Background: an optimization exercise with open tools, aiming at small area, a short achievable clock period and few clock cycles per item. Do not read the settings as production practice.
No run shown here included a check of the RTL's function; only the layout flow was run.

==> flow/design.v (outline; a module is shown in full before it is edited, if it fits) <==
// module bcmd_fa: 10 lines
// module bcmd_xtree: 817 lines
// module bcmd_shtree: 78 lines
// module bcmd_filt: 182 lines
// module bcmd_q1tree: 318 lines
// module bcmd_ttree: 372 lines
// module bcmd_atree: 103 lines
// module bcmd_mixsum: 365 lines
// module bcmd_magtree: 137 lines
// module bcmd_integ: 166 lines
// module bcmd_target: 122 lines
// module balance_car_motor_drive: 333 lines
module balance_car_motor_drive (
  input  wire logic        clk_i,
  input  wire logic        rst_ni,
  input  wire logic        cfg_we_i,
  input  wire logic [2:0]  cfg_idx_i,
  input  wire logic [14:0] cfg_data_i,
  input  wire logic        s_axis_tvalid_i,
  output logic             s_axis_tready_o,
  input  wire logic [95:0] s_axis_tdata_i,
  output logic             m_axis_tvalid_o,
  input  wire logic        m_axis_tready_i,
  output logic [31:0]      m_axis_tdata_o
);
  // ...
==> flow/run.sh <==
#!/bin/bash
# synth_recipe.tcl (not shown) runs the flow's synth.tcl, then flattens the netlist and writes it again
# the make line also repeats each setting of config.mk as NAME=value (left out here)
make -C /OpenROAD-flow-scripts/flow DESIGN_CONFIG=/design/flow/config.mk WORK_HOME=/design/flow/orfs CLKGATE_MAP_FILE= SYNTH_SCRIPT=/design/flow/synth_recipe.tcl finish
==> flow/config.mk <==
export PLATFORM = sky130hd
export DESIGN_NAME = balance_car_motor_drive
export DESIGN_NICKNAME = balance_car_motor_drive
export VERILOG_FILES = /design/flow/design.v
export SDC_FILE = /design/flow/constraint.sdc
export NUM_CORES = 4
export LEC_CHECK = 0
export CAP_MARGIN = 20
export CORE_MARGIN = 2
export CORE_UTILIZATION = 65
export PLACE_DENSITY = 0.75
export SETUP_SLACK_MARGIN = 5
export SLEW_MARGIN = 20
export SYNTH_HIERARCHICAL = 1
export SYNTH_MINIMUM_KEEP_SIZE = 0
==> flow/constraint.sdc <==
create_clock -name core_clock -period 12.0 [get_ports {clk_i}]
set_input_delay 2.4000 -clock core_clock [delete_from_list [all_inputs] [get_ports {clk_i}]]
set_output_delay 2.4000 -clock core_clock [all_outputs]
set_load 0.01 [all_outputs]
==> results.toml, run 1 <==
[placement]
dpl.cell_count = 7375
gp_congestion = 0.968
place_ws_ns = 6.98

[cells_and_area]
nonClkBufAreaFrac_pct = 2.36
layout.nets = 7698
clk_share_pct = 3.69
final_util_pct = 68.8
multiInputCombCellCount = 4505
signal_buffers = 180
top_regs = "s2_xa: 36 flops, s2_xb: 36 flops"

[sta]
period_needed_ns = 5.03
worst_slack_ns = 6.97
slew_violations = 0
fmax_ghz = 0.199
maxSlewHeadroom_pct = 22.1
whs_ns = 0.408

[grt]
gr-max-usage-layer = "met2"
grt_max_degree = 159
antenna_found_initial = 8

[floorplan]
die_h_um = 332

[routing]
wl_met1_mm = 66.2
met3_length_mm = 13.4
drt_iter0_drc = 3292
drt_wl_total_mm = 165
drt_pass1_iterations = 8

[setup_path]
r2r_end = "s6_lsl[14]"
cp_slowest_stage_delay_ns = 0.67
cp_max_fo = 3
worstSetupEndpoint = "s6_lsl[14]"
path_cells = "ha_1 > a22o_1 > nor4_1 > o21ai_0 > o2111ai_1 > a31oi_1 > nor3_1 > mux2i_1 > fa_1 > inv_1 > fa_1 > a21oi_1 > o2111ai_1 > nand4_1 > a311oi_1 > o21a_1 > nor3_1 > nand2b_1"
crit_slowest_cell = "mux2i_1"
critPathBufInv = 1
arrival_ns = 5.58

[synth]
ys_warn_count = 7
avgSynthCellArea_um2 = 11.3

[cts]
cts_root_buffer = "clkbuf_16"
cts-resized-gates = 0
clk_pin_slew_ns = 0.06
cts_buffers = 82

[run_status]
status = "finished clean"

[min_path]
whs_path_depth = 0
==> module bcmd_mixsum, before the edit <==
module bcmd_mixsum (
  input  wire [28:0] ta,
  input  wire [28:0] tb,
  input  wire c8,
  input  wire nz,
  input  wire [19:0] bal,
  input  wire bc,
  input  wire [10:0] mag,
  input  wire s,
  output wire vc,
  output wire hp1,
  output wire h0,
  output wire hm1,
  output wire hm2,
  output wire hm3,
  output wire hneg,
  output wire [15:0] lsl,
  output wire [15:0] rsl
);
  wire c_1 = ta[0] ^ tb[0];
  wire c_2 = ta[0] & tb[0];
  wire c_3 = bal[0] ^ c8;
  wire c_4 = bal[0] & c8;
  wire c_5, c_6;
  bcmd_fa u_c_5 (.a(ta[1]), .b(tb[1]), .c(bal[1]), .s(c_5), .co(c_6));
  wire c_7 = ta[2] ^ tb[2];
  wire c_8 = ta[2] & tb[2];
  wire c_9 = ta[3] ^ tb[3];
  wire c_10 = ta[3] & tb[3];
  wire c_11 = ta[4] ^ tb[4];
  wire c_12 = ta[4] & tb[4];
  wire c_13 = ta[5] ^ tb[5];
  wire c_14 = ta[5] & tb[5];
  wire c_15 = ta[6] ^ tb[6];
  wire c_16 = ta[6] & tb[6];
  wire c_17 = ta[7] ^ tb[7];
  wire c_18 = ta[7] & tb[7];
  wire c_19 = ta[8] ^ tb[8];
  wire c_20 = ta[8] & tb[8];
  wire c_21 = ta[9] ^ tb[9];
  wire c_22 = ta[9] & tb[9];
  wire c_23 = ta[10] ^ tb[10];
  wire c_24 = ta[10] & tb[10];
  wire c_25 = ta[11] ^ tb[11];
  wire c_26 = ta[11] & tb[11];
  wire c_27 = ta[12] ^ tb[12];
  wire c_28 = ta[12] & tb[12];
  wire c_29 = ta[13] ^ tb[13];
  wire c_30 = ta[13] & tb[13];
  wire c_31 = ta[14] ^ tb[14];
  wire c_32 = ta[14] & tb[14];
  wire c_33 = ta[15] ^ tb[15];
  wire c_34 = ta[15] & tb[15];
  wire c_35 = ta[16] ^ tb[16];
  wire c_36 = ta[16] & tb[16];
  wire c_37 = ta[17] ^ tb[17];
  wire c_38 = ta[17] & tb[17];
  wire c_39 = ta[18] ^ tb[18];
  wire c_40 = ta[18] & tb[18];
  wire c_41, c_42;
  bcmd_fa u_c_41 (.a(ta[19]), .b(tb[19]), .c(~bal[19]), .s(c_41), .co(c_42));
  wire c_43 = ta[20] ^ tb[20];
  wire c_44 = ta[20] & tb[20];
  wire c_45 = ta[21] ^ tb[21];
  wire c_46 = ta[21] & tb[21];
  wire c_47 = ta[22] ^ tb[22];
  wire c_48 = ta[22] & tb[22];
  wire c_49 = ta[23] ^ tb[23];
  wire c_50 = ta[23] & tb[23];
  wire c_51 = ta[24] ^ tb[24];
  wire c_52 = ta[24] & tb[24];
  wire c_53 = ta[25] ^ tb[25];
  wire c_54 = ta[25] & tb[25];
  wire c_55 = ta[26] ^ tb[26];
  wire c_56 = ta[26] & tb[26];
  wire c_57 = ta[27] ^ tb[27];
  wire c_58 = ta[27] & tb[27];
  wire c_59 = ta[28] ^ tb[28];
  wire c_60 = ta[28] & tb[28];
  wire c_61 = bc ^ c_1;
  wire c_62 = bc & c_1;
  wire c_63, c_64;
  bcmd_fa u_c_63 (.a(c_2), .b(c_4), .c(c_5), .s(c_63), .co(c_64));
  wire c_65, c_66;
  bcmd_fa u_c_65 (.a(bal[2]), .b(c_6), .c(c_7), .s(c_65), .co(c_66));
  wire c_67, c_68;
  bcmd_fa u_c_67 (.a(bal[3]), .b(c_8), .c(c_9), .s(c_67), .co(c_68));
  wire c_69, c_70;
  bcmd_fa u_c_69 (.a(bal[4]), .b(c_10), .c(c_11), .s(c_69), .co(c_70));
  wire c_71, c_72;
  bcmd_fa u_c_71 (.a(bal[5]), .b(c_12), .c(c_13), .s(c_71), .co(c_72));
  wire c_73, c_74;
  bcmd_fa u_c_73 (.a(bal[6]), .b(c_14), .c(c_15), .s(c_73), .co(c_74));
  wire c_75, c_76;
  bcmd_fa u_c_75 (.a(bal[7]), .b(c_16), .c(c_17), .s(c_75), .co(c_76));
  wire c_77, c_78;
  bcmd_fa u_c_77 (.a(bal[8]), .b(c_18), .c(c_19), .s(c_77), .co(c_78));
  wire c_79, c_80;
  bcmd_fa u_c_79 (.a(bal[9]), .b(c_20), .c(c_21), .s(c_79), .co(c_80));
  wire c_81, c_82;
  bcmd_fa u_c_81 (.a(bal[10]), .b(c_22), .c(c_23), .s(c_81), .co(c_82));
  wire c_83, c_84;
  bcmd_fa u_c_83 (.a(bal[11]), .b(c_24), .c(c_25), .s(c_83), .co(c_84));
  wire c_85, c_86;
  bcmd_fa u_c_85 (.a(bal[12]), .b(c_26), .c(c_27), .s(c_85), .co(c_86));
  wire c_87, c_88;
  bcmd_fa u_c_87 (.a(bal[13]), .b(c_28), .c(c_29), .s(c_87), .co(c_88));
  wire c_89, c_90;
  bcmd_fa u_c_89 (.a(bal[14]), .b(c_30), .c(c_31), .s(c_89), .co(c_90));
  wire c_91, c_92;
  bcmd_fa u_c_91 (.a(bal[15]), .b(c_32), .c(c_33), .s(c_91), .co(c_92));
  wire c_93, c_94;
  bcmd_fa u_c_93 (.a(bal[16]), .b(c_34), .c(c_35), .s(c_93), .co(c_94));
  wire c_95, c_96;
  bcmd_fa u_c_95 (.a(bal[17]), .b(c_36), .c(c_37), .s(c_95), .co(c_96));
  wire c_97, c_98;
  bcmd_fa u_c_97 (.a(bal[18]), .b(c_38), .c(c_39), .s(c_97), .co(c_98));
  wire c_99 = 1'b1 ^ c_40 ^ c_41;
  wire c_100 = (1'b1 & c_40) | (1'b1 & c_41) | (c_40 & c_41);
  wire c_101 = 1'b1 ^ c_42 ^ c_43;
  wire c_102 = (1'b1 & c_42) | (1'b1 & c_43) | (c_42 & c_43);
  wire c_103 = 1'b1 ^ c_44 ^ c_45;
  wire c_104 = (1'b1 & c_44) | (1'b1 & c_45) | (c_44 & c_45);
  wire c_105 = 1'b1 ^ c_46 ^ c_47;
  wire c_106 = (1'b1 & c_46) | (1'b1 & c_47) | (c_46 & c_47);
  wire c_107 = 1'b1 ^ c_48 ^ c_49;
  wire c_108 = (1'b1 & c_48) | (1'b1 & c_49) | (c_48 & c_49);
  wire c_109 = 1'b1 ^ c_50 ^ c_51;
  wire c_110 = (1'b1 & c_50) | (1'b1 & c_51) | (c_50 & c_51);
  wire c_111 = 1'b1 ^ c_52 ^ c_53;
  wire c_112 = (1'b1 & c_52) | (1'b1 & c_53) | (c_52 & c_53);
  wire c_113 = 1'b1 ^ c_54 ^ c_55;
  wire c_114 = (1'b1 & c_54) | (1'b1 & c_55) | (c_54 & c_55);
  wire c_115 = 1'b1 ^ c_56 ^ c_57;
  wire c_116 = (1'b1 & c_56) | (1'b1 & c_57) | (c_56 & c_57);
  wire c_117 = 1'b1 ^ c_58 ^ c_59;
  wire c_118 = (1'b1 & c_58) | (1'b1 & c_59) | (c_58 & c_59);
  wire [28:0] th = ta + tb + {28'd0, c8};
  assign vc = th[28] && nz;
  wire [15:0] h = {c_116, c_114, c_112, c_110, c_108, c_106, c_104, c_102, c_100, c_98, c_96, c_94, c_92, c_90, c_88, c_86} + {c_117, c_115, c_113, c_111, c_109, c_107, c_105, c_103, c_101, c_99, c_97, c_95, c_93, c_91, c_89, c_87};
  assign hp1 = h == 16'h0001;
  assign h0  = h == 16'h0000;
  assign hm1 = h == 16'hffff;
  assign hm2 = h == 16'hfffe;
  assign hm3 = h == 16'hfffd;
  assign hneg = h[15];
  wire [11:0] vl = {1'b0, mag} ^ {12{~s}};
  wire [11:0] vr = {1'b0, mag} ^ {12{s}};
  wire l_1 = c_3 ^ c_61;
  wire l_2 = c_3 & c_61;
  wire l_3 = c_62 ^ c_63;
  wire l_4 = c_62 & c_63;
  wire l_5 = c_64 ^ c_65;
  wire l_6 = c_64 & c_65;
  wire l_7 = c_66 ^ c_67;
  wire l_8 = c_66 & c_67;
  wire l_9 = c_68 ^ c_69;
  wire l_10 = c_68 & c_69;
  wire l_11 = c_70 ^ c_71;
  wire l_12 = c_70 & c_71;
  wire l_13 = c_72 ^ c_73;
  wire l_14 = c_72 & c_73;
  wire l_15 = c_74 ^ c_75;
  wire l_16 = c_74 & c_75;
  wire l_17 = c_76 ^ c_77;
  wire l_18 = c_76 & c_77;
  wire l_19 = c_78 ^ c_79;
  wire l_20 = c_78 & c_79;
  wire l_21 = c_80 ^ c_81;
  wire l_22 = c_80 & c_81;
  wire l_23, l_24;
  bcmd_fa u_l_23 (.a(c_82), .b(c_83), .c(~vl[11]), .s(l_23), .co(l_24));
  wire l_25 = c_84 ^ c_85;
  wire l_26 = c_84 & c_85;
  wire l_27 = vl[0] ^ ~s;
  wire l_28 = vl[0] & ~s;
  wire l_29, l_30;
  bcmd_fa u_l_29 (.a(vl[1]), .b(l_2), .c(l_3), .s(l_29), .co(l_30));
  wire l_31, l_32;
  bcmd_fa u_l_31 (.a(vl[2]), .b(l_4), .c(l_5), .s(l_31), .co(l_32));
  wire l_33, l_34;
  bcmd_fa u_l_33 (.a(vl[3]), .b(l_6), .c(l_7), .s(l_33), .co(l_34));
  wire l_35, l_36;
  bcmd_fa u_l_35 (.a(vl[4]), .b(l_8), .c(l_9), .s(l_35), .co(l_36));
  wire l_37, l_38;
  bcmd_fa u_l_37 (.a(vl[5]), .b(l_10), .c(l_11), .s(l_37), .co(l_38));
  wire l_39, l_40;
  bcmd_fa u_l_39 (.a(vl[6]), .b(l_12), .c(l_13), .s(l_39), .co(l_40));
  wire l_41, l_42;
  bcmd_fa u_l_41 (.a(vl[7]), .b(l_14), .c(l_15), .s(l_41), .co(l_42));
  wire l_43, l_44;
  bcmd_fa u_l_43 (.a(vl[8]), .b(l_16), .c(l_17), .s(l_43), .co(l_44));
  wire l_45, l_46;
  bcmd_fa u_l_45 (.a(vl[9]), .b(l_18), .c(l_19), .s(l_45), .co(l_46));
  wire l_47, l_48;
  bcmd_fa u_l_47 (.a(vl[10]), .b(l_20), .c(l_21), .s(l_47), .co(l_48));
  wire l_49 = 1'b1 ^ l_22 ^ l_23;
  wire l_50 = (1'b1 & l_22) | (1'b1 & l_23) | (l_22 & l_23);
  wire l_51 = 1'b1 ^ l_24 ^ l_25;
  wire l_52 = (1'b1 & l_24) | (1'b1 & l_25) | (l_24 & l_25);
  wire l_53 = 1'b1 ^ l_26;
  wire l_54 = 1'b1 & l_26;
  wire [15:0] l_ra = {1'b1, 1'b1, l_52, l_50, l_48, l_46, l_44, l_42, l_40, l_38, l_36, l_34, l_32, l_30, l_28, l_1};
  wire [15:0] l_rb = {1'b0, l_54, l_53, l_51, l_49, l_47, l_45, l_43, l_41, l_39, l_37, l_35, l_33, l_31, l_29, l_27};
  wire [15:0] l_p = {1'b1, 1'b1, l_52, l_50, l_48, l_46, l_44, l_42, l_40, l_38, l_36, l_34, l_32, l_30, l_28, l_1} ^ {1'b0, l_54, l_53, l_51, l_49, l_47, l_45, l_43, l_41, l_39, l_37, l_35, l_33, l_31, l_29, l_27};
  wire [15:0] l_g = {1'b1, 1'b1, l_52, l_50, l_48, l_46, l_44, l_42, l_40, l_38, l_36, l_34, l_32, l_30, l_28, l_1} & {1'b0, l_54, l_53, l_51, l_49, l_47, l_45, l_43, l_41, l_39, l_37, l_35, l_33, l_31, l_29, l_27};
  wire l_s0_1g = l_g[1] | (l_p[1] & (l_g[0] | (l_p[0] & vc)));
  wire l_s0_3g = l_g[3] | (l_p[3] & l_g[2]);
  wire l_s0_3p = l_p[3] & l_p[2];
  wire l_s0_5g = l_g[5] | (l_p[5] & l_g[4]);
  wire l_s0_5p = l_p[5] & l_p[4];
  wire l_s0_7g = l_g[7] | (l_p[7] & l_g[6]);
  wire l_s0_7p = l_p[7] & l_p[6];
  wire l_s0_9g = l_g[9] | (l_p[9] & l_g[8]);
  wire l_s0_9p = l_p[9] & l_p[8];
  wire l_s0_11g = l_g[11] | (l_p[11] & l_g[10]);
  wire l_s0_11p = l_p[11] & l_p[10];
  wire l_s0_13g = l_g[13] | (l_p[13] & l_g[12]);
  wire l_s0_13p = l_p[13] & l_p[12];
  wire l_s0_15g = l_g[15] | (l_p[15] & l_g[14]);
  wire l_s0_15p = l_p[15] & l_p[14];
  wire l_s1_2g = l_g[2] | (l_p[2] & l_s0_1g);
  wire l_s1_3g = l_s0_3g | (l_s0_3p & l_s0_1g);
  wire l_s1_6g = l_g[6] | (l_p[6] & l_s0_5g);
  wire l_s1_6p = l_p[6] & l_s0_5p;
  wire l_s1_7g = l_s0_7g | (l_s0_7p & l_s0_5g);
  wire l_s1_7p = l_s0_7p & l_s0_5p;
  wire l_s1_10g = l_g[10] | (l_p[10] & l_s0_9g);
  wire l_s1_10p = l_p[10] & l_s0_9p;
  wire l_s1_11g = l_s0_11g | (l_s0_11p & l_s0_9g);
  wire l_s1_11p = l_s0_11p & l_s0_9p;
  wire l_s1_14g = l_g[14] | (l_p[14] & l_s0_13g);
  wire l_s1_14p = l_p[14] & l_s0_13p;
  wire l_s1_15g = l_s0_15g | (l_s0_15p & l_s0_13g);
  wire l_s1_15p = l_s0_15p & l_s0_13p;
  wire l_s2_4g = l_g[4] | (l_p[4] & l_s1_3g);
  wire l_s2_5g = l_s0_5g | (l_s0_5p & l_s1_3g);
  wire l_s2_6g = l_s1_6g | (l_s1_6p & l_s1_3g);
  wire l_s2_7g = l_s1_7g | (l_s1_7p & l_s1_3g);
  wire l_s2_12g = l_g[12] | (l_p[12] & l_s1_11g);
  wire l_s2_12p = l_p[12] & l_s1_11p;
  wire l_s2_13g = l_s0_13g | (l_s0_13p & l_s1_11g);
  wire l_s2_13p = l_s0_13p & l_s1_11p;
  wire l_s2_14g = l_s1_14g | (l_s1_14p & l_s1_11g);
  wire l_s2_14p = l_s1_14p & l_s1_11p;
  wire l_s2_15g = l_s1_15g | (l_s1_15p & l_s1_11g);
  wire l_s2_15p = l_s1_15p & l_s1_11p;
  wire l_s3_8g = l_g[8] | (l_p[8] & l_s2_7g);
  wire l_s3_9g = l_s0_9g | (l_s0_9p & l_s2_7g);
  wire l_s3_10g = l_s1_10g | (l_s1_10p & l_s2_7g);
  wire l_s3_11g = l_s1_11g | (l_s1_11p & l_s2_7g);
  wire l_s3_12g = l_s2_12g | (l_s2_12p & l_s2_7g);
  wire l_s3_13g = l_s2_13g | (l_s2_13p & l_s2_7g);
  wire l_s3_14g = l_s2_14g | (l_s2_14p & l_s2_7g);
  wire l_s3_15g = l_s2_15g | (l_s2_15p & l_s2_7g);
  assign lsl = {(l_p[15] ^ l_s3_14g), (l_p[14] ^ l_s3_13g), (l_p[13] ^ l_s3_12g), (l_p[12] ^ l_s3_11g), (l_p[11] ^ l_s3_10g), (l_p[10] ^ l_s3_9g), (l_p[9] ^ l_s3_8g), (l_p[8] ^ l_s2_7g), (l_p[7] ^ l_s2_6g), (l_p[6] ^ l_s2_5g), (l_p[5] ^ l_s2_4g), (l_p[4] ^ l_s1_3g), (l_p[3] ^ l_s1_2g), (l_p[2] ^ l_s0_1g), (l_p[1] ^ (l_g[0] | (l_p[0] & vc))), (l_p[0] ^ vc)};
  wire r_1 = c_3 ^ c_61;
  wire r_2 = c_3 & c_61;
  wire r_3 = c_62 ^ c_63;
  wire r_4 = c_62 & c_63;
  wire r_5 = c_64 ^ c_65;
  wire r_6 = c_64 & c_65;
  wire r_7 = c_66 ^ c_67;
  wire r_8 = c_66 & c_67;
  wire r_9 = c_68 ^ c_69;
  wire r_10 = c_68 & c_69;
  wire r_11 = c_70 ^ c_71;
  wire r_12 = c_70 & c_71;
  wire r_13 = c_72 ^ c_73;
  wire r_14 = c_72 & c_73;
  wire r_15 = c_74 ^ c_75;
  wire r_16 = c_74 & c_75;
  wire r_17 = c_76 ^ c_77;
  wire r_18 = c_76 & c_77;
  wire r_19 = c_78 ^ c_79;
  wire r_20 = c_78 & c_79;
  wire r_21 = c_80 ^ c_81;
  wire r_22 = c_80 & c_81;
  wire r_23, r_24;
  bcmd_fa u_r_23 (.a(c_82), .b(c_83), .c(~vr[11]), .s(r_23), .co(r_24));
  wire r_25 = c_84 ^ c_85;
  wire r_26 = c_84 & c_85;
  wire r_27 = vr[0] ^ s;
  wire r_28 = vr[0] & s;
  wire r_29, r_30;
  bcmd_fa u_r_29 (.a(vr[1]), .b(r_2), .c(r_3), .s(r_29), .co(r_30));
  wire r_31, r_32;
  bcmd_fa u_r_31 (.a(vr[2]), .b(r_4), .c(r_5), .s(r_31), .co(r_32));
  wire r_33, r_34;
  bcmd_fa u_r_33 (.a(vr[3]), .b(r_6), .c(r_7), .s(r_33), .co(r_34));
  wire r_35, r_36;
  bcmd_fa u_r_35 (.a(vr[4]), .b(r_8), .c(r_9), .s(r_35), .co(r_36));
  wire r_37, r_38;
  bcmd_fa u_r_37 (.a(vr[5]), .b(r_10), .c(r_11), .s(r_37), .co(r_38));
  wire r_39, r_40;
  bcmd_fa u_r_39 (.a(vr[6]), .b(r_12), .c(r_13), .s(r_39), .co(r_40));
  wire r_41, r_42;
  bcmd_fa u_r_41 (.a(vr[7]), .b(r_14), .c(r_15), .s(r_41), .co(r_42));
  wire r_43, r_44;
  bcmd_fa u_r_43 (.a(vr[8]), .b(r_16), .c(r_17), .s(r_43), .co(r_44));
  wire r_45, r_46;
  bcmd_fa u_r_45 (.a(vr[9]), .b(r_18), .c(r_19), .s(r_45), .co(r_46));
  wire r_47, r_48;
  bcmd_fa u_r_47 (.a(vr[10]), .b(r_20), .c(r_21), .s(r_47), .co(r_48));
  wire r_49 = 1'b1 ^ r_22 ^ r_23;
  wire r_50 = (1'b1 & r_22) | (1'b1 & r_23) | (r_22 & r_23);
  wire r_51 = 1'b1 ^ r_24 ^ r_25;
  wire r_52 = (1'b1 & r_24) | (1'b1 & r_25) | (r_24 & r_25);
  wire r_53 = 1'b1 ^ r_26;
  wire r_54 = 1'b1 & r_26;
  wire [15:0] r_ra = {1'b1, 1'b1, r_52, r_50, r_48, r_46, r_44, r_42, r_40, r_38, r_36, r_34, r_32, r_30, r_28, r_1};
  wire [15:0] r_rb = {1'b0, r_54, r_53, r_51, r_49, r_47, r_45, r_43, r_41, r_39, r_37, r_35, r_33, r_31, r_29, r_27};
  wire [15:0] r_p = {1'b1, 1'b1, r_52, r_50, r_48, r_46, r_44, r_42, r_40, r_38, r_36, r_34, r_32, r_30, r_28, r_1} ^ {1'b0, r_54, r_53, r_51, r_49, r_47, r_45, r_43, r_41, r_39, r_37, r_35, r_33, r_31, r_29, r_27};
  wire [15:0] r_g = {1'b1, 1'b1, r_52, r_50, r_48, r_46, r_44, r_42, r_40, r_38, r_36, r_34, r_32, r_30, r_28, r_1} & {1'b0, r_54, r_53, r_51, r_49, r_47, r_45, r_43, r_41, r_39, r_37, r_35, r_33, r_31, r_29, r_27};
  wire r_s0_1g = r_g[1] | (r_p[1] & (r_g[0] | (r_p[0] & vc)));
  wire r_s0_3g = r_g[3] | (r_p[3] & r_g[2]);
  wire r_s0_3p = r_p[3] & r_p[2];
  wire r_s0_5g = r_g[5] | (r_p[5] & r_g[4]);
  wire r_s0_5p = r_p[5] & r_p[4];
  wire r_s0_7g = r_g[7] | (r_p[7] & r_g[6]);
  wire r_s0_7p = r_p[7] & r_p[6];
  wire r_s0_9g = r_g[9] | (r_p[9] & r_g[8]);
  wire r_s0_9p = r_p[9] & r_p[8];
  wire r_s0_11g = r_g[11] | (r_p[11] & r_g[10]);
  wire r_s0_11p = r_p[11] & r_p[10];
  wire r_s0_13g = r_g[13] | (r_p[13] & r_g[12]);
  wire r_s0_13p = r_p[13] & r_p[12];
  wire r_s0_15g = r_g[15] | (r_p[15] & r_g[14]);
  wire r_s0_15p = r_p[15] & r_p[14];
  wire r_s1_2g = r_g[2] | (r_p[2] & r_s0_1g);
  wire r_s1_3g = r_s0_3g | (r_s0_3p & r_s0_1g);
  wire r_s1_6g = r_g[6] | (r_p[6] & r_s0_5g);
  wire r_s1_6p = r_p[6] & r_s0_5p;
  wire r_s1_7g = r_s0_7g | (r_s0_7p & r_s0_5g);
  wire r_s1_7p = r_s0_7p & r_s0_5p;
  wire r_s1_10g = r_g[10] | (r_p[10] & r_s0_9g);
  wire r_s1_10p = r_p[10] & r_s0_9p;
  wire r_s1_11g = r_s0_11g | (r_s0_11p & r_s0_9g);
  wire r_s1_11p = r_s0_11p & r_s0_9p;
  wire r_s1_14g = r_g[14] | (r_p[14] & r_s0_13g);
  wire r_s1_14p = r_p[14] & r_s0_13p;
  wire r_s1_15g = r_s0_15g | (r_s0_15p & r_s0_13g);
  wire r_s1_15p = r_s0_15p & r_s0_13p;
  wire r_s2_4g = r_g[4] | (r_p[4] & r_s1_3g);
  wire r_s2_5g = r_s0_5g | (r_s0_5p & r_s1_3g);
  wire r_s2_6g = r_s1_6g | (r_s1_6p & r_s1_3g);
  wire r_s2_7g = r_s1_7g | (r_s1_7p & r_s1_3g);
  wire r_s2_12g = r_g[12] | (r_p[12] & r_s1_11g);
  wire r_s2_12p = r_p[12] & r_s1_11p;
  wire r_s2_13g = r_s0_13g | (r_s0_13p & r_s1_11g);
  wire r_s2_13p = r_s0_13p & r_s1_11p;
  wire r_s2_14g = r_s1_14g | (r_s1_14p & r_s1_11g);
  wire r_s2_14p = r_s1_14p & r_s1_11p;
  wire r_s2_15g = r_s1_15g | (r_s1_15p & r_s1_11g);
  wire r_s2_15p = r_s1_15p & r_s1_11p;
  wire r_s3_8g = r_g[8] | (r_p[8] & r_s2_7g);
  wire r_s3_9g = r_s0_9g | (r_s0_9p & r_s2_7g);
  wire r_s3_10g = r_s1_10g | (r_s1_10p & r_s2_7g);
  wire r_s3_11g = r_s1_11g | (r_s1_11p & r_s2_7g);
  wire r_s3_12g = r_s2_12g | (r_s2_12p & r_s2_7g);
  wire r_s3_13g = r_s2_13g | (r_s2_13p & r_s2_7g);
  wire r_s3_14g = r_s2_14g | (r_s2_14p & r_s2_7g);
  wire r_s3_15g = r_s2_15g | (r_s2_15p & r_s2_7g);
  assign rsl = {(r_p[15] ^ r_s3_14g), (r_p[14] ^ r_s3_13g), (r_p[13] ^ r_s3_12g), (r_p[12] ^ r_s3_11g), (r_p[11] ^ r_s3_10g), (r_p[10] ^ r_s3_9g), (r_p[9] ^ r_s3_8g), (r_p[8] ^ r_s2_7g), (r_p[7] ^ r_s2_6g), (r_p[6] ^ r_s2_5g), (r_p[5] ^ r_s2_4g), (r_p[4] ^ r_s1_3g), (r_p[3] ^ r_s1_2g), (r_p[2] ^ r_s0_1g), (r_p[1] ^ (r_g[0] | (r_p[0] & vc))), (r_p[0] ^ vc)};
endmodule
==> run 2, diff against run 1 <==
--- a/flow/design.v
+++ b/flow/design.v
@@ -2351,58 +2351,112 @@
   wire l_54 = 1'b1 & l_26;
   wire [15:0] l_ra = {1'b1, 1'b1, l_52, l_50, l_48, l_46, l_44, l_42, l_40, l_38, l_36, l_34, l_32, l_30, l_28, l_1};
   wire [15:0] l_rb = {1'b0, l_54, l_53, l_51, l_49, l_47, l_45, l_43, l_41, l_39, l_37, l_35, l_33, l_31, l_29, l_27};
-  wire [15:0] l_p = {1'b1, 1'b1, l_52, l_50, l_48, l_46, l_44, l_42, l_40, l_38, l_36, l_34, l_32, l_30, l_28, l_1} ^ {1'b0, l_54, l_53, l_51, l_49, l_47, l_45, l_43, l_41, l_39, l_37, l_35, l_33, l_31, l_29, l_27};
-  wire [15:0] l_g = {1'b1, 1'b1, l_52, l_50, l_48, l_46, l_44, l_42, l_40, l_38, l_36, l_34, l_32, l_30, l_28, l_1} & {1'b0, l_54, l_53, l_51, l_49, l_47, l_45, l_43, l_41, l_39, l_37, l_35, l_33, l_31, l_29, l_27};
-  wire l_s0_1g = l_g[1] | (l_p[1] & (l_g[0] | (l_p[0] & vc)));
-  wire l_s0_3g = l_g[3] | (l_p[3] & l_g[2]);
-  wire l_s0_3p = l_p[3] & l_p[2];
-  wire l_s0_5g = l_g[5] | (l_p[5] & l_g[4]);
-  wire l_s0_5p = l_p[5] & l_p[4];
-  wire l_s0_7g = l_g[7] | (l_p[7] & l_g[6]);
-  wire l_s0_7p = l_p[7] & l_p[6];
-  wire l_s0_9g = l_g[9] | (l_p[9] & l_g[8]);
-  wire l_s0_9p = l_p[9] & l_p[8];
-  wire l_s0_11g = l_g[11] | (l_p[11] & l_g[10]);
-  wire l_s0_11p = l_p[11] & l_p[10];
-  wire l_s0_13g = l_g[13] | (l_p[13] & l_g[12]);
-  wire l_s0_13p = l_p[13] & l_p[12];
-  wire l_s0_15g = l_g[15] | (l_p[15] & l_g[14]);
-  wire l_s0_15p = l_p[15] & l_p[14];
-  wire l_s1_2g = l_g[2] | (l_p[2] & l_s0_1g);
-  wire l_s1_3g = l_s0_3g | (l_s0_3p & l_s0_1g);
-  wire l_s1_6g = l_g[6] | (l_p[6] & l_s0_5g);
-  wire l_s1_6p = l_p[6] & l_s0_5p;
-  wire l_s1_7g = l_s0_7g | (l_s0_7p & l_s0_5g);
-  wire l_s1_7p = l_s0_7p & l_s0_5p;
-  wire l_s1_10g = l_g[10] | (l_p[10] & l_s0_9g);
-  wire l_s1_10p = l_p[10] & l_s0_9p;
-  wire l_s1_11g = l_s0_11g | (l_s0_11p & l_s0_9g);
-  wire l_s1_11p = l_s0_11p & l_s0_9p;
-  wire l_s1_14g = l_g[14] | (l_p[14] & l_s0_13g);
-  wire l_s1_14p = l_p[14] & l_s0_13p;
-  wire l_s1_15g = l_s0_15g | (l_s0_15p & l_s0_13g);
-  wire l_s1_15p = l_s0_15p & l_s0_13p;
-  wire l_s2_4g = l_g[4] | (l_p[4] & l_s1_3g);
-  wire l_s2_5g = l_s0_5g | (l_s0_5p & l_s1_3g);
-  wire l_s2_6g = l_s1_6g | (l_s1_6p & l_s1_3g);
-  wire l_s2_7g = l_s1_7g | (l_s1_7p & l_s1_3g);
-  wire l_s2_12g = l_g[12] | (l_p[12] & l_s1_11g);
-  wire l_s2_12p = l_p[12] & l_s1_11p;
-  wire l_s2_13g = l_s0_13g | (l_s0_13p & l_s1_11g);
-  wire l_s2_13p = l_s0_13p & l_s1_11p;
-  wire l_s2_14g = l_s1_14g | (l_s1_14p & l_s1_11g);
-  wire l_s2_14p = l_s1_14p & l_s1_11p;
-  wire l_s2_15g = l_s1_15g | (l_s1_15p & l_s1_11g);
-  wire l_s2_15p = l_s1_15p & l_s1_11p;
-  wire l_s3_8g = l_g[8] | (l_p[8] & l_s2_7g);
-  wire l_s3_9g = l_s0_9g | (l_s0_9p & l_s2_7g);
-  wire l_s3_10g = l_s1_10g | (l_s1_10p & l_s2_7g);
-  wire l_s3_11g = l_s1_11g | (l_s1_11p & l_s2_7g);
-  wire l_s3_12g = l_s2_12g | (l_s2_12p & l_s2_7g);
-  wire l_s3_13g = l_s2_13g | (l_s2_13p & l_s2_7g);
-  wire l_s3_14g = l_s2_14g | (l_s2_14p & l_s2_7g);
-  wire l_s3_15g = l_s2_15g | (l_s2_15p & l_s2_7g);
-  assign lsl = {(l_p[15] ^ l_s3_14g), (l_p[14] ^ l_s3_13g), (l_p[13] ^ l_s3_12g), (l_p[12] ^ l_s3_11g), (l_p[11] ^ l_s3_10g), (l_p[10] ^ l_s3_9g), (l_p[9] ^ l_s3_8g), (l_p[8] ^ l_s2_7g), (l_p[7] ^ l_s2_6g), (l_p[6] ^ l_s2_5g), (l_p[5] ^ l_s2_4g), (l_p[4] ^ l_s1_3g), (l_p[3] ^ l_s1_2g), (l_p[2] ^ l_s0_1g), (l_p[1] ^ (l_g[0] | (l_p[0] & vc))), (l_p[0] ^ vc)};
+  wire [15:0] l_z0, l_z1;
+  wire [15:0] la_p = {1'b1, 1'b1, l_52, l_50, l_48, l_46, l_44, l_42, l_40, l_38, l_36, l_34, l_32, l_30, l_28, l_1} ^ {1'b0, l_54, l_53, l_51, l_49, l_47, l_45, l_43, l_41, l_39, l_37, l_35, l_33, l_31, l_29, l_27};
+  wire [15:0] la_g = {1'b1, 1'b1, l_52, l_50, l_48, l_46, l_44, l_42, l_40, l_38, l_36, l_34, l_32, l_30, l_28, l_1} & {1'b0, l_54, l_53, l_51, l_49, l_47, l_45, l_43, l_41, l_39, l_37, l_35, l_33, l_31, l_29, l_27};
+  wire la_s0_1g = la_g[1] | (la_p[1] & (la_g[0] | (la_p[0] & 1'b0)));
+  wire la_s0_3g = la_g[3] | (la_p[3] & la_g[2]);
+  wire la_s0_3p = la_p[3] & la_p[2];
+  wire la_s0_5g = la_g[5] | (la_p[5] & la_g[4]);
+  wire la_s0_5p = la_p[5] & la_p[4];
+  wire la_s0_7g = la_g[7] | (la_p[7] & la_g[6]);
+  wire la_s0_7p = la_p[7] & la_p[6];
+  wire la_s0_9g = la_g[9] | (la_p[9] & la_g[8]);
+  wire la_s0_9p = la_p[9] & la_p[8];
+  wire la_s0_11g = la_g[11] | (la_p[11] & la_g[10]);
+  wire la_s0_11p = la_p[11] & la_p[10];
+  wire la_s0_13g = la_g[13] | (la_p[13] & la_g[12]);
+  wire la_s0_13p = la_p[13] & la_p[12];
+  wire la_s0_15g = la_g[15] | (la_p[15] & la_g[14]);
+  wire la_s0_15p = la_p[15] & la_p[14];
+  wire la_s1_2g = la_g[2] | (la_p[2] & la_s0_1g);
+  wire la_s1_3g = la_s0_3g | (la_s0_3p & la_s0_1g);
+  wire la_s1_6g = la_g[6] | (la_p[6] & la_s0_5g);
+  wire la_s1_6p = la_p[6] & la_s0_5p;
+  wire la_s1_7g = la_s0_7g | (la_s0_7p & la_s0_5g);
+  wire la_s1_7p = la_s0_7p & la_s0_5p;
+  wire la_s1_10g = la_g[10] | (la_p[10] & la_s0_9g);
+  wire la_s1_10p = la_p[10] & la_s0_9p;
+  wire la_s1_11g = la_s0_11g | (la_s0_11p & la_s0_9g);
+  wire la_s1_11p = la_s0_11p & la_s0_9p;
+  wire la_s1_14g = la_g[14] | (la_p[14] & la_s0_13g);
+  wire la_s1_14p = la_p[14] & la_s0_13p;
+  wire la_s1_15g = la_s0_15g | (la_s0_15p & la_s0_13g);
+  wire la_s1_15p = la_s0_15p & la_s0_13p;
+  wire la_s2_4g = la_g[4] | (la_p[4] & la_s1_3g);
+  wire la_s2_5g = la_s0_5g | (la_s0_5p & la_s1_3g);
+  wire la_s2_6g = la_s1_6g | (la_s1_6p & la_s1_3g);
+  wire la_s2_7g = la_s1_7g | (la_s1_7p & la_s1_3g);
+  wire la_s2_12g = la_g[12] | (la_p[12] & la_s1_11g);
+  wire la_s2_12p = la_p[12] & la_s1_11p;
+  wire la_s2_13g = la_s0_13g | (la_s0_13p & la_s1_11g);
+  wire la_s2_13p = la_s0_13p & la_s1_11p;
+  wire la_s2_14g = la_s1_14g | (la_s1_14p & la_s1_11g);
+  wire la_s2_14p = la_s1_14p & la_s1_11p;
+  wire la_s2_15g = la_s1_15g | (la_s1_15p & la_s1_11g);
+  wire la_s2_15p = la_s1_15p & la_s1_11p;
+  wire la_s3_8g = la_g[8] | (la_p[8] & la_s2_7g);
+  wire la_s3_9g = la_s0_9g | (la_s0_9p & la_s2_7g);
+  wire la_s3_10g = la_s1_10g | (la_s1_10p & la_s2_7g);
+  wire la_s3_11g = la_s1_11g | (la_s1_11p & la_s2_7g);
+  wire la_s3_12g = la_s2_12g | (la_s2_12p & la_s2_7g);
+  wire la_s3_13g = la_s2_13g | (la_s2_13p & la_s2_7g);
+  wire la_s3_14g = la_s2_14g | (la_s2_14p & la_s2_7g);
+  wire la_s3_15g = la_s2_15g | (la_s2_15p & la_s2_7g);
+  assign l_z0 = {(la_p[15] ^ la_s3_14g), (la_p[14] ^ la_s3_13g), (la_p[13] ^ la_s3_12g), (la_p[12] ^ la_s3_11g), (la_p[11] ^ la_s3_10g), (la_p[10] ^ la_s3_9g), (la_p[9] ^ la_s3_8g), (la_p[8] ^ la_s2_7g), (la_p[7] ^ la_s2_6g), (la_p[6] ^ la_s2_5g), (la_p[5] ^ la_s2_4g), (la_p[4] ^ la_s1_3g), (la_p[3] ^ la_s1_2g), (la_p[2] ^ la_s0_1g), (la_p[1] ^ (la_g[0] | (la_p[0] & 1'b0))), (la_p[0] ^ 1'b0)};
+  wire [15:0] lb_p = {1'b1, 1'b1, l_52, l_50, l_48, l_46, l_44, l_42, l_40, l_38, l_36, l_34, l_32, l_30, l_28, l_1} ^ {1'b0, l_54, l_53, l_51, l_49, l_47, l_45, l_43, l_41, l_39, l_37, l_35, l_33, l_31, l_29, l_27};
+  wire [15:0] lb_g = {1'b1, 1'b1, l_52, l_50, l_48, l_46, l_44, l_42, l_40, l_38, l_36, l_34, l_32, l_30, l_28, l_1} & {1'b0, l_54, l_53, l_51, l_49, l_47, l_45, l_43, l_41, l_39, l_37, l_35, l_33, l_31, l_29, l_27};
+  wire lb_s0_1g = lb_g[1] | (lb_p[1] & (lb_g[0] | (lb_p[0] & 1'b1)));
+  wire lb_s0_3g = lb_g[3] | (lb_p[3] & lb_g[2]);
+  wire lb_s0_3p = lb_p[3] & lb_p[2];
+  wire lb_s0_5g = lb_g[5] | (lb_p[5] & lb_g[4]);
+  wire lb_s0_5p = lb_p[5] & lb_p[4];
+  wire lb_s0_7g = lb_g[7] | (lb_p[7] & lb_g[6]);
+  wire lb_s0_7p = lb_p[7] & lb_p[6];
+  wire lb_s0_9g = lb_g[9] | (lb_p[9] & lb_g[8]);
+  wire lb_s0_9p = lb_p[9] & lb_p[8];
+  wire lb_s0_11g = lb_g[11] | (lb_p[11] & lb_g[10]);
+  wire lb_s0_11p = lb_p[11] & lb_p[10];
+  wire lb_s0_13g = lb_g[13] | (lb_p[13] & lb_g[12]);
+  wire lb_s0_13p = lb_p[13] & lb_p[12];
+  wire lb_s0_15g = lb_g[15] | (lb_p[15] & lb_g[14]);
+  wire lb_s0_15p = lb_p[15] & lb_p[14];
+  wire lb_s1_2g = lb_g[2] | (lb_p[2] & lb_s0_1g);
+  wire lb_s1_3g = lb_s0_3g | (lb_s0_3p & lb_s0_1g);
+  wire lb_s1_6g = lb_g[6] | (lb_p[6] & lb_s0_5g);
+  wire lb_s1_6p = lb_p[6] & lb_s0_5p;
+  wire lb_s1_7g = lb_s0_7g | (lb_s0_7p & lb_s0_5g);
+  wire lb_s1_7p = lb_s0_7p & lb_s0_5p;
+  wire lb_s1_10g = lb_g[10] | (lb_p[10] & lb_s0_9g);
+  wire lb_s1_10p = lb_p[10] & lb_s0_9p;
+  wire lb_s1_11g = lb_s0_11g | (lb_s0_11p & lb_s0_9g);
+  wire lb_s1_11p = lb_s0_11p & lb_s0_9p;
+  wire lb_s1_14g = lb_g[14] | (lb_p[14] & lb_s0_13g);
+  wire lb_s1_14p = lb_p[14] & lb_s0_13p;
+  wire lb_s1_15g = lb_s0_15g | (lb_s0_15p & lb_s0_13g);
+  wire lb_s1_15p = lb_s0_15p & lb_s0_13p;
+  wire lb_s2_4g = lb_g[4] | (lb_p[4] & lb_s1_3g);
+  wire lb_s2_5g = lb_s0_5g | (lb_s0_5p & lb_s1_3g);
+  wire lb_s2_6g = lb_s1_6g | (lb_s1_6p & lb_s1_3g);
+  wire lb_s2_7g = lb_s1_7g | (lb_s1_7p & lb_s1_3g);
+  wire lb_s2_12g = lb_g[12] | (lb_p[12] & lb_s1_11g);
+  wire lb_s2_12p = lb_p[12] & lb_s1_11p;
+  wire lb_s2_13g = lb_s0_13g | (lb_s0_13p & lb_s1_11g);
+  wire lb_s2_13p = lb_s0_13p & lb_s1_11p;
+  wire lb_s2_14g = lb_s1_14g | (lb_s1_14p & lb_s1_11g);
+  wire lb_s2_14p = lb_s1_14p & lb_s1_11p;
+  wire lb_s2_15g = lb_s1_15g | (lb_s1_15p & lb_s1_11g);
+  wire lb_s2_15p = lb_s1_15p & lb_s1_11p;
+  wire lb_s3_8g = lb_g[8] | (lb_p[8] & lb_s2_7g);
+  wire lb_s3_9g = lb_s0_9g | (lb_s0_9p & lb_s2_7g);
+  wire lb_s3_10g = lb_s1_10g | (lb_s1_10p & lb_s2_7g);
+  wire lb_s3_11g = lb_s1_11g | (lb_s1_11p & lb_s2_7g);
+  wire lb_s3_12g = lb_s2_12g | (lb_s2_12p & lb_s2_7g);
+  wire lb_s3_13g = lb_s2_13g | (lb_s2_13p & lb_s2_7g);
+  wire lb_s3_14g = lb_s2_14g | (lb_s2_14p & lb_s2_7g);
+  wire lb_s3_15g = lb_s2_15g | (lb_s2_15p & lb_s2_7g);
+  assign l_z1 = {(lb_p[15] ^ lb_s3_14g), (lb_p[14] ^ lb_s3_13g), (lb_p[13] ^ lb_s3_12g), (lb_p[12] ^ lb_s3_11g), (lb_p[11] ^ lb_s3_10g), (lb_p[10] ^ lb_s3_9g), (lb_p[9] ^ lb_s3_8g), (lb_p[8] ^ lb_s2_7g), (lb_p[7] ^ lb_s2_6g), (lb_p[6] ^ lb_s2_5g), (lb_p[5] ^ lb_s2_4g), (lb_p[4] ^ lb_s1_3g), (lb_p[3] ^ lb_s1_2g), (lb_p[2] ^ lb_s0_1g), (lb_p[1] ^ (lb_g[0] | (lb_p[0] & 1'b1))), (lb_p[0] ^ 1'b1)};
+  assign lsl = vc ? l_z1 : l_z0;
   wire r_1 = c_3 ^ c_61;
   wire r_2 = c_3 & c_61;
   wire r_3 = c_62 ^ c_63;
@@ -2459,58 +2513,112 @@
   wire r_54 = 1'b1 & r_26;
   wire [15:0] r_ra = {1'b1, 1'b1, r_52, r_50, r_48, r_46, r_44, r_42, r_40, r_38, r_36, r_34, r_32, r_30, r_28, r_1};
   wire [15:0] r_rb = {1'b0, r_54, r_53, r_51, r_49, r_47, r_45, r_43, r_41, r_39, r_37, r_35, r_33, r_31, r_29, r_27};
-  wire [15:0] r_p = {1'b1, 1'b1, r_52, r_50, r_48, r_46, r_44, r_42, r_40, r_38, r_36, r_34, r_32, r_30, r_28, r_1} ^ {1'b0, r_54, r_53, r_51, r_49, r_47, r_45, r_43, r_41, r_39, r_37, r_35, r_33, r_31, r_29, r_27};
-  wire [15:0] r_g = {1'b1, 1'b1, r_52, r_50, r_48, r_46, r_44, r_42, r_40, r_38, r_36, r_34, r_32, r_30, r_28, r_1} & {1'b0, r_54, r_53, r_51, r_49, r_47, r_45, r_43, r_41, r_39, r_37, r_35, r_33, r_31, r_29, r_27};
-  wire r_s0_1g = r_g[1] | (r_p[1] & (r_g[0] | (r_p[0] & vc)));
-  wire r_s0_3g = r_g[3] | (r_p[3] & r_g[2]);
-  wire r_s0_3p = r_p[3] & r_p[2];
-  wire r_s0_5g = r_g[5] | (r_p[5] & r_g[4]);
-  wire r_s0_5p = r_p[5] & r_p[4];
-  wire r_s0_7g = r_g[7] | (r_p[7] & r_g[6]);
-  wire r_s0_7p = r_p[7] & r_p[6];
-  wire r_s0_9g = r_g[9] | (r_p[9] & r_g[8]);
-  wire r_s0_9p = r_p[9] & r_p[8];
-  wire r_s0_11g = r_g[11] | (r_p[11] & r_g[10]);
-  wire r_s0_11p = r_p[11] & r_p[10];
-  wire r_s0_13g = r_g[13] | (r_p[13] & r_g[12]);
-  wire r_s0_13p = r_p[13] & r_p[12];
-  wire r_s0_15g = r_g[15] | (r_p[15] & r_g[14]);
-  wire r_s0_15p = r_p[15] & r_p[14];
-  wire r_s1_2g = r_g[2] | (r_p[2] & r_s0_1g);
-  wire r_s1_3g = r_s0_3g | (r_s0_3p & r_s0_1g);
-  wire r_s1_6g = r_g[6] | (r_p[6] & r_s0_5g);
-  wire r_s1_6p = r_p[6] & r_s0_5p;
-  wire r_s1_7g = r_s0_7g | (r_s0_7p & r_s0_5g);
-  wire r_s1_7p = r_s0_7p & r_s0_5p;
-  wire r_s1_10g = r_g[10] | (r_p[10] & r_s0_9g);
-  wire r_s1_10p = r_p[10] & r_s0_9p;
-  wire r_s1_11g = r_s0_11g | (r_s0_11p & r_s0_9g);
-  wire r_s1_11p = r_s0_11p & r_s0_9p;
-  wire r_s1_14g = r_g[14] | (r_p[14] & r_s0_13g);
-  wire r_s1_14p = r_p[14] & r_s0_13p;
-  wire r_s1_15g = r_s0_15g | (r_s0_15p & r_s0_13g);
-  wire r_s1_15p = r_s0_15p & r_s0_13p;
-  wire r_s2_4g = r_g[4] | (r_p[4] & r_s1_3g);
-  wire r_s2_5g = r_s0_5g | (r_s0_5p & r_s1_3g);
-  wire r_s2_6g = r_s1_6g | (r_s1_6p & r_s1_3g);
-  wire r_s2_7g = r_s1_7g | (r_s1_7p & r_s1_3g);
-  wire r_s2_12g = r_g[12] | (r_p[12] & r_s1_11g);
-  wire r_s2_12p = r_p[12] & r_s1_11p;
-  wire r_s2_13g = r_s0_13g | (r_s0_13p & r_s1_11g);
-  wire r_s2_13p = r_s0_13p & r_s1_11p;
-  wire r_s2_14g = r_s1_14g | (r_s1_14p & r_s1_11g);
-  wire r_s2_14p = r_s1_14p & r_s1_11p;
-  wire r_s2_15g = r_s1_15g | (r_s1_15p & r_s1_11g);
-  wire r_s2_15p = r_s1_15p & r_s1_11p;
-  wire r_s3_8g = r_g[8] | (r_p[8] & r_s2_7g);
-  wire r_s3_9g = r_s0_9g | (r_s0_9p & r_s2_7g);
-  wire r_s3_10g = r_s1_10g | (r_s1_10p & r_s2_7g);
-  wire r_s3_11g = r_s1_11g | (r_s1_11p & r_s2_7g);
-  wire r_s3_12g = r_s2_12g | (r_s2_12p & r_s2_7g);
-  wire r_s3_13g = r_s2_13g | (r_s2_13p & r_s2_7g);
-  wire r_s3_14g = r_s2_14g | (r_s2_14p & r_s2_7g);
-  wire r_s3_15g = r_s2_15g | (r_s2_15p & r_s2_7g);
-  assign rsl = {(r_p[15] ^ r_s3_14g), (r_p[14] ^ r_s3_13g), (r_p[13] ^ r_s3_12g), (r_p[12] ^ r_s3_11g), (r_p[11] ^ r_s3_10g), (r_p[10] ^ r_s3_9g), (r_p[9] ^ r_s3_8g), (r_p[8] ^ r_s2_7g), (r_p[7] ^ r_s2_6g), (r_p[6] ^ r_s2_5g), (r_p[5] ^ r_s2_4g), (r_p[4] ^ r_s1_3g), (r_p[3] ^ r_s1_2g), (r_p[2] ^ r_s0_1g), (r_p[1] ^ (r_g[0] | (r_p[0] & vc))), (r_p[0] ^ vc)};
+  wire [15:0] r_z0, r_z1;
+  wire [15:0] ra_p = {1'b1, 1'b1, r_52, r_50, r_48, r_46, r_44, r_42, r_40, r_38, r_36, r_34, r_32, r_30, r_28, r_1} ^ {1'b0, r_54, r_53, r_51, r_49, r_47, r_45, r_43, r_41, r_39, r_37, r_35, r_33, r_31, r_29, r_27};
+  wire [15:0] ra_g = {1'b1, 1'b1, r_52, r_50, r_48, r_46, r_44, r_42, r_40, r_38, r_36, r_34, r_32, r_30, r_28, r_1} & {1'b0, r_54, r_53, r_51, r_49, r_47, r_45, r_43, r_41, r_39, r_37, r_35, r_33, r_31, r_29, r_27};
+  wire ra_s0_1g = ra_g[1] | (ra_p[1] & (ra_g[0] | (ra_p[0] & 1'b0)));
+  wire ra_s0_3g = ra_g[3] | (ra_p[3] & ra_g[2]);
+  wire ra_s0_3p = ra_p[3] & ra_p[2];
+  wire ra_s0_5g = ra_g[5] | (ra_p[5] & ra_g[4]);
+  wire ra_s0_5p = ra_p[5] & ra_p[4];
+  wire ra_s0_7g = ra_g[7] | (ra_p[7] & ra_g[6]);
+  wire ra_s0_7p = ra_p[7] & ra_p[6];
+  wire ra_s0_9g = ra_g[9] | (ra_p[9] & ra_g[8]);
+  wire ra_s0_9p = ra_p[9] & ra_p[8];
+  wire ra_s0_11g = ra_g[11] | (ra_p[11] & ra_g[10]);
+  wire ra_s0_11p = ra_p[11] & ra_p[10];
+  wire ra_s0_13g = ra_g[13] | (ra_p[13] & ra_g[12]);
+  wire ra_s0_13p = ra_p[13] & ra_p[12];
+  wire ra_s0_15g = ra_g[15] | (ra_p[15] & ra_g[14]);
+  wire ra_s0_15p = ra_p[15] & ra_p[14];
+  wire ra_s1_2g = ra_g[2] | (ra_p[2] & ra_s0_1g);
+  wire ra_s1_3g = ra_s0_3g | (ra_s0_3p & ra_s0_1g);
+  wire ra_s1_6g = ra_g[6] | (ra_p[6] & ra_s0_5g);
+  wire ra_s1_6p = ra_p[6] & ra_s0_5p;
+  wire ra_s1_7g = ra_s0_7g | (ra_s0_7p & ra_s0_5g);
+  wire ra_s1_7p = ra_s0_7p & ra_s0_5p;
+  wire ra_s1_10g = ra_g[10] | (ra_p[10] & ra_s0_9g);
+  wire ra_s1_10p = ra_p[10] & ra_s0_9p;
+  wire ra_s1_11g = ra_s0_11g | (ra_s0_11p & ra_s0_9g);
+  wire ra_s1_11p = ra_s0_11p & ra_s0_9p;
+  wire ra_s1_14g = ra_g[14] | (ra_p[14] & ra_s0_13g);
+  wire ra_s1_14p = ra_p[14] & ra_s0_13p;
+  wire ra_s1_15g = ra_s0_15g | (ra_s0_15p & ra_s0_13g);
+  wire ra_s1_15p = ra_s0_15p & ra_s0_13p;
+  wire ra_s2_4g = ra_g[4] | (ra_p[4] & ra_s1_3g);
+  wire ra_s2_5g = ra_s0_5g | (ra_s0_5p & ra_s1_3g);
+  wire ra_s2_6g = ra_s1_6g | (ra_s1_6p & ra_s1_3g);
+  wire ra_s2_7g = ra_s1_7g | (ra_s1_7p & ra_s1_3g);
+  wire ra_s2_12g = ra_g[12] | (ra_p[12] & ra_s1_11g);
+  wire ra_s2_12p = ra_p[12] & ra_s1_11p;
+  wire ra_s2_13g = ra_s0_13g | (ra_s0_13p & ra_s1_11g);
+  wire ra_s2_13p = ra_s0_13p & ra_s1_11p;
+  wire ra_s2_14g = ra_s1_14g | (ra_s1_14p & ra_s1_11g);
+  wire ra_s2_14p = ra_s1_14p & ra_s1_11p;
+  wire ra_s2_15g = ra_s1_15g | (ra_s1_15p & ra_s1_11g);
+  wire ra_s2_15p = ra_s1_15p & ra_s1_11p;
+  wire ra_s3_8g = ra_g[8] | (ra_p[8] & ra_s2_7g);
+  wire ra_s3_9g = ra_s0_9g | (ra_s0_9p & ra_s2_7g);
+  wire ra_s3_10g = ra_s1_10g | (ra_s1_10p & ra_s2_7g);
+  wire ra_s3_11g = ra_s1_11g | (ra_s1_11p & ra_s2_7g);
+  wire ra_s3_12g = ra_s2_12g | (ra_s2_12p & ra_s2_7g);
+  wire ra_s3_13g = ra_s2_13g | (ra_s2_13p & ra_s2_7g);
+  wire ra_s3_14g = ra_s2_14g | (ra_s2_14p & ra_s2_7g);
+  wire ra_s3_15g = ra_s2_15g | (ra_s2_15p & ra_s2_7g);
+  assign r_z0 = {(ra_p[15] ^ ra_s3_14g), (ra_p[14] ^ ra_s3_13g), (ra_p[13] ^ ra_s3_12g), (ra_p[12] ^ ra_s3_11g), (ra_p[11] ^ ra_s3_10g), (ra_p[10] ^ ra_s3_9g), (ra_p[9] ^ ra_s3_8g), (ra_p[8] ^ ra_s2_7g), (ra_p[7] ^ ra_s2_6g), (ra_p[6] ^ ra_s2_5g), (ra_p[5] ^ ra_s2_4g), (ra_p[4] ^ ra_s1_3g), (ra_p[3] ^ ra_s1_2g), (ra_p[2] ^ ra_s0_1g), (ra_p[1] ^ (ra_g[0] | (ra_p[0] & 1'b0))), (ra_p[0] ^ 1'b0)};
+  wire [15:0] rb_p = {1'b1, 1'b1, r_52, r_50, r_48, r_46, r_44, r_42, r_40, r_38, r_36, r_34, r_32, r_30, r_28, r_1} ^ {1'b0, r_54, r_53, r_51, r_49, r_47, r_45, r_43, r_41, r_39, r_37, r_35, r_33, r_31, r_29, r_27};
+  wire [15:0] rb_g = {1'b1, 1'b1, r_52, r_50, r_48, r_46, r_44, r_42, r_40, r_38, r_36, r_34, r_32, r_30, r_28, r_1} & {1'b0, r_54, r_53, r_51, r_49, r_47, r_45, r_43, r_41, r_39, r_37, r_35, r_33, r_31, r_29, r_27};
+  wire rb_s0_1g = rb_g[1] | (rb_p[1] & (rb_g[0] | (rb_p[0] & 1'b1)));
+  wire rb_s0_3g = rb_g[3] | (rb_p[3] & rb_g[2]);
+  wire rb_s0_3p = rb_p[3] & rb_p[2];
+  wire rb_s0_5g = rb_g[5] | (rb_p[5] & rb_g[4]);
+  wire rb_s0_5p = rb_p[5] & rb_p[4];
+  wire rb_s0_7g = rb_g[7] | (rb_p[7] & rb_g[6]);
+  wire rb_s0_7p = rb_p[7] & rb_p[6];
+  wire rb_s0_9g = rb_g[9] | (rb_p[9] & rb_g[8]);
+  wire rb_s0_9p = rb_p[9] & rb_p[8];
+  wire rb_s0_11g = rb_g[11] | (rb_p[11] & rb_g[10]);
+  wire rb_s0_11p = rb_p[11] & rb_p[10];
+  wire rb_s0_13g = rb_g[13] | (rb_p[13] & rb_g[12]);
+  wire rb_s0_13p = rb_p[13] & rb_p[12];
+  wire rb_s0_15g = rb_g[15] | (rb_p[15] & rb_g[14]);
+  wire rb_s0_15p = rb_p[15] & rb_p[14];
+  wire rb_s1_2g = rb_g[2] | (rb_p[2] & rb_s0_1g);
+  wire rb_s1_3g = rb_s0_3g | (rb_s0_3p & rb_s0_1g);
+  wire rb_s1_6g = rb_g[6] | (rb_p[6] & rb_s0_5g);
+  wire rb_s1_6p = rb_p[6] & rb_s0_5p;
+  wire rb_s1_7g = rb_s0_7g | (rb_s0_7p & rb_s0_5g);
+  wire rb_s1_7p = rb_s0_7p & rb_s0_5p;
+  wire rb_s1_10g = rb_g[10] | (rb_p[10] & rb_s0_9g);
+  wire rb_s1_10p = rb_p[10] & rb_s0_9p;
+  wire rb_s1_11g = rb_s0_11g | (rb_s0_11p & rb_s0_9g);
+  wire rb_s1_11p = rb_s0_11p & rb_s0_9p;
+  wire rb_s1_14g = rb_g[14] | (rb_p[14] & rb_s0_13g);
+  wire rb_s1_14p = rb_p[14] & rb_s0_13p;
+  wire rb_s1_15g = rb_s0_15g | (rb_s0_15p & rb_s0_13g);
+  wire rb_s1_15p = rb_s0_15p & rb_s0_13p;
+  wire rb_s2_4g = rb_g[4] | (rb_p[4] & rb_s1_3g);
+  wire rb_s2_5g = rb_s0_5g | (rb_s0_5p & rb_s1_3g);
+  wire rb_s2_6g = rb_s1_6g | (rb_s1_6p & rb_s1_3g);
+  wire rb_s2_7g = rb_s1_7g | (rb_s1_7p & rb_s1_3g);
+  wire rb_s2_12g = rb_g[12] | (rb_p[12] & rb_s1_11g);
+  wire rb_s2_12p = rb_p[12] & rb_s1_11p;
+  wire rb_s2_13g = rb_s0_13g | (rb_s0_13p & rb_s1_11g);
+  wire rb_s2_13p = rb_s0_13p & rb_s1_11p;
+  wire rb_s2_14g = rb_s1_14g | (rb_s1_14p & rb_s1_11g);
+  wire rb_s2_14p = rb_s1_14p & rb_s1_11p;
+  wire rb_s2_15g = rb_s1_15g | (rb_s1_15p & rb_s1_11g);
+  wire rb_s2_15p = rb_s1_15p & rb_s1_11p;
+  wire rb_s3_8g = rb_g[8] | (rb_p[8] & rb_s2_7g);
+  wire rb_s3_9g = rb_s0_9g | (rb_s0_9p & rb_s2_7g);
+  wire rb_s3_10g = rb_s1_10g | (rb_s1_10p & rb_s2_7g);
+  wire rb_s3_11g = rb_s1_11g | (rb_s1_11p & rb_s2_7g);
+  wire rb_s3_12g = rb_s2_12g | (rb_s2_12p & rb_s2_7g);
+  wire rb_s3_13g = rb_s2_13g | (rb_s2_13p & rb_s2_7g);
+  wire rb_s3_14g = rb_s2_14g | (rb_s2_14p & rb_s2_7g);
+  wire rb_s3_15g = rb_s2_15g | (rb_s2_15p & rb_s2_7g);
+  assign r_z1 = {(rb_p[15] ^ rb_s3_14g), (rb_p[14] ^ rb_s3_13g), (rb_p[13] ^ rb_s3_12g), (rb_p[12] ^ rb_s3_11g), (rb_p[11] ^ rb_s3_10g), (rb_p[10] ^ rb_s3_9g), (rb_p[9] ^ rb_s3_8g), (rb_p[8] ^ rb_s2_7g), (rb_p[7] ^ rb_s2_6g), (rb_p[6] ^ rb_s2_5g), (rb_p[5] ^ rb_s2_4g), (rb_p[4] ^ rb_s1_3g), (rb_p[3] ^ rb_s1_2g), (rb_p[2] ^ rb_s0_1g), (rb_p[1] ^ (rb_g[0] | (rb_p[0] & 1'b1))), (rb_p[0] ^ 1'b1)};
+  assign rsl = vc ? r_z1 : r_z0;
 endmodule
 module bcmd_magtree (
   input  wire [15:0] xs,
==> run 2 against run 1 <==
Highest routed layer unchanged. Final cell count grew 0.21%. Still clean on timing, DRC and antenna. Via count grew 0.49%. Area after synthesis grew 0.28%. Sequential share of layout area shrank 0.11 points. Cell area grew 0.37%. Non-clock buffer count shrank 3. Largest cell class unchanged. Critical path depth shrank 3. Die area grew 0.28%.
==> results.toml, run 2 <==
[sta]
fin_crit_sh_pct = 40.8
period_needed_ns = 4.90
final-setup-viol-count = 0
worst_pin_slew_ns = 1.08
fmax_ghz = 0.204
maxSlewHeadroom_pct = 28.1
slew_violations = 0
whs_ns = 0.413
final.setup.tns_ns = 0
finClkSkew_ns = 0.0537
final-hold-violation-count = 0
rsz0062_at_grt = "false"

[placement]
io_buffers = 144
gp_congestion = 0.939
hpwl_mm = 124

[grt]
grt_use_met3_pct = 5.98
first_global_vias = 48300
grt_use_met2_pct = 48.9
antenna_found_initial = 11
gr-max-usage-layer = "met2"
track_usage_pct = 30.1
grtUsageMet1_pct = 40.6
overflow = 0
grt_pass1_wl_mm = 263
grt_max_degree = 185

[routing]
vias_per_cell = 6.11
drc = 0
wl_per_cell_um = 21.6
drt_iter0_drc = 3729
drt_wl_total_mm = 163
drt_pass1_iterations = 5
ant_nets = 0
dr_total_vias = 46100

[cells_and_area]
layout.nets = 7711
layout_common_cells = "fa_1 (912), nand2_1 (680), ha_1 (613)"
regArea_mm2 = 0.0209
multi_input_area_mm2 = 0.0446
fill_cells = 7794
drive_gt1_share_pct = 7.04
syn_to_final_growth_pct = 5.19
top_regs = "s2_xa: 36 flops, s2_xb: 36 flops"
mostFrequentLayoutCell = "fa_1"

[floorplan]
core_mm2 = 0.107
start_util_pct = 65.5
die_w_um = 333
num_rows = 120
io_pins = 153
die_area_mm2 = 0.111
die_h_um = 333

[setup_path]
reg2reg_depth = 15
path_depth = 15
cp_max_fo = 7
rrSetupSlack_ns = 7.10
path_cells = "ha_1 > and4_2 > a311oi_1 > fa_1 > fa_1 > fa_1 > ha_1 > a21oi_1 > o21ai_0 > a21oi_1 > o21ai_1 > a211o_1 > a21oi_1 > and2_1 > mux2_2"
worst_setup_path_end_kind = "register"
cp_slowest_stage_delay_ns = 0.61
cp_top_family = "adder cells"
critPathBufInv = 0
reg2reg_from = "filt_t_q[7]"
critPathLaunch = "filt_t_q[7]"
critPathRequiredTime_ns = 12.60
arrival_ns = 5.50
r2r_end = "filt_c_q"
crit_slowest_cell = "dfrtp_1"
worstSetupPathType = "reg2reg"
startpoint_type = "register"

[cts]
clk_latency_ns = 0.69
cts_root_buffer = "clkbuf_16"
cts_setup_buffers = 0
clk_pin_slew_ns = 0.06
cts_tree = "done"
cts-resized-gates = 0
cts_buffers = 84
max-clock-path-buffers = 3
clock-sinks = 729
holdBufCountCts = 0
cts_max_level = 3

[min_path]
hp-start = "s4_bal[11]"
whs_path_depth = 0
hold_end = "s5_bal[11]"
holdCritPathClass = "reg2reg"

[synth]
ys_warn_count = 7
synthCells = 6198
netlist_area_mm2 = 0.0702
avgSynthCellArea_um2 = 11.3

[run_status]
status = "finished clean"

[run]
cap_violations = 0
[run 2: stage by stage]
stage               util (%)  instance area [um2]  cells  setup WS [ns]
global route            68.9                73800   7541           6.86
detailed placement      66.3                71000   7384           6.91
floorplan                  -                70200   6204           3.05
CTS                     68.9                73800   7541           7.17
global placement        66.3                71000   7383           7.00
finish                  68.9                73800   7543           7.10
[run 2: layout make-up]
class	instances	share of cell area, %
multi-input cells	4529	60.4
flip-flops and latches	729	28.3
clock buffers	111	3.15
inverters	546	2.78
well taps	1403	2.38
repair buffers	177	2.32
clock inverters	46	0.649
diodes	2	0.00678
[run 2: metal layers]
layer  part of all wire (%)  vias up
met4                    3.8       12
met2                     47     1915
met5                  0.042        -
li1                       -    20700
met3                    7.9      399
met1                     41    23100
[run 2: worst max-delay path by stage]
| stage | end | slack (ns) |
|---|---|---|
| 3_3_place_gp | s1_slo[10] | 7.00 |
| 2_1_floorplan | odata_q[14] | 3.05 |
| 6_report | filt_c_q | 7.10 |
| 3_5_place_dp | s1_slo[10] | 6.91 |
| 5_1_grt | filt_c_q | 6.86 |
| 4_1_cts | filt_c_q | 7.17 |

==> re-timing with driven ports <==
No port has a modelled driver above. Below, the same layouts with a new extraction and two added sets of constraints. Step 1 (the two cells are an assumption about what drives the block):
set clk [get_ports {clk_i}]
set_driving_cell -lib_cell sky130_fd_sc_hd__clkbuf_16 $clk
set_driving_cell -lib_cell sky130_fd_sc_hd__buf_2 [delete_from_list [all_inputs] $clk]
Step 2 times the ports against the registers' clock, not the clock port: input delays grow and output delays shrink by t, the midpoint of the rising clock arrivals with the driver on. Three values: ideal ports, drivers, drivers and shift; two values: the first two.
| run | t, ns | slack for setup (ns) | latest minus earliest clock arrival (ns) | worst slew at a driven data input, ns | cell pins on the clock port's net |
|---|---|---|---|---|---|
| run 1 | 0.750 | 6.967 / 6.967 / 6.937 | 0.034 / 0.034 | 0.13 | 1 |
| run 2 | 0.735 | 7.103 / 7.103 / 6.872 | 0.056 / 0.056 | 0.13 | 1 |
After both steps every run listed still meets setup and hold. The setup slack of run 2, which loses most, moves by 0.000 ns with the drivers and by -0.231 ns with both steps.
